This is an optimization exercise on Yosys and OpenROAD, whose aim is small area, not a production implementation.
In this exercise RTL edits were held to simulation tests only and were not proved equivalent to the original.
Power is estimated from default activity; no workload was simulated.

## try-onyx
==> flow/design.v <==
module fu_cfg_sequencer #(
  parameter int CONFIG_ALL = 64,
  parameter int DEPTH      = 16,
  parameter int REP_W      = 8,
  parameter int LOOP_W     = 8,
  localparam int AW        = $clog2(DEPTH)
) (
  input  logic                  clk,
  input  logic                  rst,
  input  logic                  prog_we,
  input  logic [AW-1:0]         prog_addr,
  input  logic [CONFIG_ALL-1:0] prog_cfg,
  input  logic [REP_W-1:0]      prog_rep,
  input  logic                  start,
  input  logic [AW:0]           num_instr,
  input  logic [LOOP_W-1:0]     loop_cnt,
  input  logic                  stall,
  input  logic                  abort,
  output logic [CONFIG_ALL-1:0] config_o,
  output logic                  config_valid_o,
  output logic [AW-1:0]         pc_o,
  output logic                  busy_o,
  output logic                  done_o
);
  localparam int W = CONFIG_ALL + REP_W;
  logic [W-1:0]     mem [DEPTH];
  logic [DEPTH-1:0] valid_q;
  logic             run_q, fin_q;
  logic [AW-1:0]    pc_q;
  logic [AW-1:0]    num_q;      
  logic [REP_W-1:0] cnt_q;      
  logic [LOOP_W-1:0] loops_q;
  logic             idle;
  logic             num_ok;
  logic             go;
  logic             adv;
  logic [AW-1:0]    pc_inc;
  logic [W-1:0]     rd;
  logic [REP_W-1:0] rep_cur;
  logic             rep_done, is_last, loop_done;
  assign idle   = !run_q && !fin_q;
  assign num_ok = (num_instr != '0) && (num_instr <= (AW+1)'(DEPTH));
  assign go     = idle && start && !prog_we && num_ok;
  assign pc_inc = pc_q + 1'b1;
  always_ff @(posedge clk) begin
    if (idle && prog_we) mem[prog_addr] <= {prog_rep, prog_cfg};
  end
  always_ff @(posedge clk or posedge rst) begin
    if (rst) valid_q <= '0;
    else if (idle && prog_we) valid_q[prog_addr] <= 1'b1;
  end
  logic [DEPTH-1:0] sel;
  always_comb
    for (int i = 0; i < DEPTH; i++) sel[i] = (pc_q == AW'(i)) && valid_q[i];
  for (genvar b = 0; b < W; b++) begin : g_rd
    logic [5:0] grp_n;
    for (genvar g = 0; g < 5; g++) begin : g_grp
      fu_cfg_sequencer_ao222n u_ao (
        .s0(sel[3*g]),   .d0(mem[3*g][b]),
        .s1(sel[3*g+1]), .d1(mem[3*g+1][b]),
        .s2(sel[3*g+2]), .d2(mem[3*g+2][b]),
        .y_n(grp_n[g])
      );
    end
    assign grp_n[5] = !(sel[15] && mem[15][b]);
    assign rd[b] = !(&grp_n);
  end
  assign rep_cur   = rd[W-1:CONFIG_ALL];
  assign rep_done  = (cnt_q == rep_cur);
  assign is_last   = (pc_inc == num_q);
  assign loop_done = (loops_q == '0);
  assign adv       = run_q && !abort && !stall;
  always_ff @(posedge clk or posedge rst) begin
    if (rst) begin
      run_q <= 1'b0;
      fin_q <= 1'b0;
    end else begin
      fin_q <= adv && rep_done && is_last && loop_done;
      if (go)
        run_q <= 1'b1;
      else if (run_q && (abort || (!stall && rep_done && is_last && loop_done)))
        run_q <= 1'b0;
    end
  end
  always_ff @(posedge clk) begin
    if (go) begin
      pc_q    <= '0;
      cnt_q   <= '0;
      num_q   <= num_instr[AW-1:0];
      loops_q <= loop_cnt;
    end else if (adv) begin
      if (!rep_done) begin
        cnt_q <= cnt_q + 1'b1;
      end else begin
        cnt_q <= '0;
        if (!is_last) begin
          pc_q <= pc_inc;
        end else if (!loop_done) begin
          pc_q    <= '0;
          loops_q <= loops_q - 1'b1;
        end
      end
    end
  end
  assign config_o       = rd[CONFIG_ALL-1:0];
  assign pc_o           = pc_q;
  assign config_valid_o = run_q && !stall;
  assign busy_o         = run_q || fin_q;
  assign done_o         = fin_q;
endmodule
module fu_cfg_sequencer_ao222n (
  input  logic s0, d0, s1, d1, s2, d2,
  output logic y_n
);
  assign y_n = !((s0 && d0) || (s1 && d1) || (s2 && d2));
endmodule
clock: 5.0 ns
lec_check: 0
cap_margin: 20
core_margin: 2
core_utilization: 70
cts_cluster_diameter: 80
cts_cluster_size: 30
place_density: 0.85
slew_margin: 20
synth_hierarchical: 1
standard.sh (not shown) runs the stock make flow with config.mk's settings and CLKGATE_MAP_FILE= SYNTH_SCRIPT=/design/flow/synth_recipe.tcl, a recipe that flattens the netlist after the stock synthesis.
==> flow/flow/run.sh <==
#!/bin/bash
# Layout flow: the standard flow (standard synthesis, floorplan, power grid,
# placement, CTS, routing) with one change: the buffers that the standard flow
# puts on every input and output port are the small sky130_fd_sc_hd__buf_1
# instead of the default clkdlybuf4s50_1 that buffer_ports picks.
# The whole make run's output goes to flow_make.log in this folder.
set -uo pipefail
bash standard.sh "BUFFER_PORTS_ARGS=-buffer_cell sky130_fd_sc_hd__buf_1" finish > flow_make.log 2>&1
rc=$?
tail -n 40 flow_make.log
exit $rc
Per the final summary, try-onyx finished and its layout is clean on timing, DRC and antenna.
The following lists how try-xenon was set up differently from try-onyx:
diff --git a/flow/design.v b/flow/design.v
--- a/flow/design.v
+++ b/flow/design.v
@@ -43,10 +43,26 @@
   assign go     = idle && start && !prog_we && num_ok;
   assign pc_inc = pc_q + 1'b1;
+  logic [W-1:0]     wdata;
+  logic [DEPTH-1:0] we, we_n;
+  logic [W-1:0]     mem_d [DEPTH];
+  assign wdata = {prog_rep, prog_cfg};
+  always_comb
+    for (int i = 0; i < DEPTH; i++) begin
+      we[i]   = idle && prog_we && (prog_addr == AW'(i));
+      we_n[i] = !we[i];
+    end
+  for (genvar i = 0; i < DEPTH; i++) begin : g_ent
+    for (genvar b = 0; b < W; b++) begin : g_bit
+      fu_cfg_sequencer_hold u_hold (
+        .we(we[i]), .we_n(we_n[i]), .d(wdata[b]), .q(mem[i][b]), .y(mem_d[i][b])
+      );
+    end
+  end
   always_ff @(posedge clk) begin
-    if (idle && prog_we) mem[prog_addr] <= {prog_rep, prog_cfg};
+    for (int i = 0; i < DEPTH; i++) mem[i] <= mem_d[i];
   end
   always_ff @(posedge clk or posedge rst) begin
     if (rst) valid_q <= '0;
-    else if (idle && prog_we) valid_q[prog_addr] <= 1'b1;
+    else valid_q <= valid_q | we;
   end
   logic [DEPTH-1:0] sel;
@@ -115,2 +131,8 @@
   assign y_n = !((s0 && d0) || (s1 && d1) || (s2 && d2));
 endmodule
+module fu_cfg_sequencer_hold (
+  input  logic we, we_n, d, q,
+  output logic y
+);
+  assign y = (we && d) || (we_n && q);
+endmodule
[summary]
As of try-xenon, reported combinational group power had risen by more than 100% compared to try-onyx. Multi-input gate share of total cell area ended up 23 points higher on try-xenon than on try-onyx. Going from try-onyx to try-xenon, post-layout total power grows by about 26%. The more densely filled core belongs to try-xenon, not try-onyx. Summary of try-xenon over try-onyx: multi-input logic cell count higher, clock buffer count in the final layout higher.

==> re-timing with driven ports <==
How much do the figures lean on ideal ports? The routed layouts below were timed once more, with nothing changed but the port constraints.
Step 1 sets driving cells, clkbuf_16 on the clock port and buf_2 on the other inputs (assumed; they add their load-dependent delay and slew).
Step 2 moves the port delays by t, midway between the first and last clock arrival at a register: inputs arrive t later, outputs are due t later. That takes back most of the time a late clock gives input paths.
Slacks: no drivers / after step 1 / after step 2; pairs: no drivers / after step 1.
run	t, ns	setup slack, ns	worst slew at a driven data input, ns	pins driven straight from the clock port
try-onyx	0.689	0.347 / 0.287 / 0.949	0.14	1
try-xenon	0.710	0.322 / 0.258 / 0.784	0.08	1
After both steps every run listed still meets setup and hold.
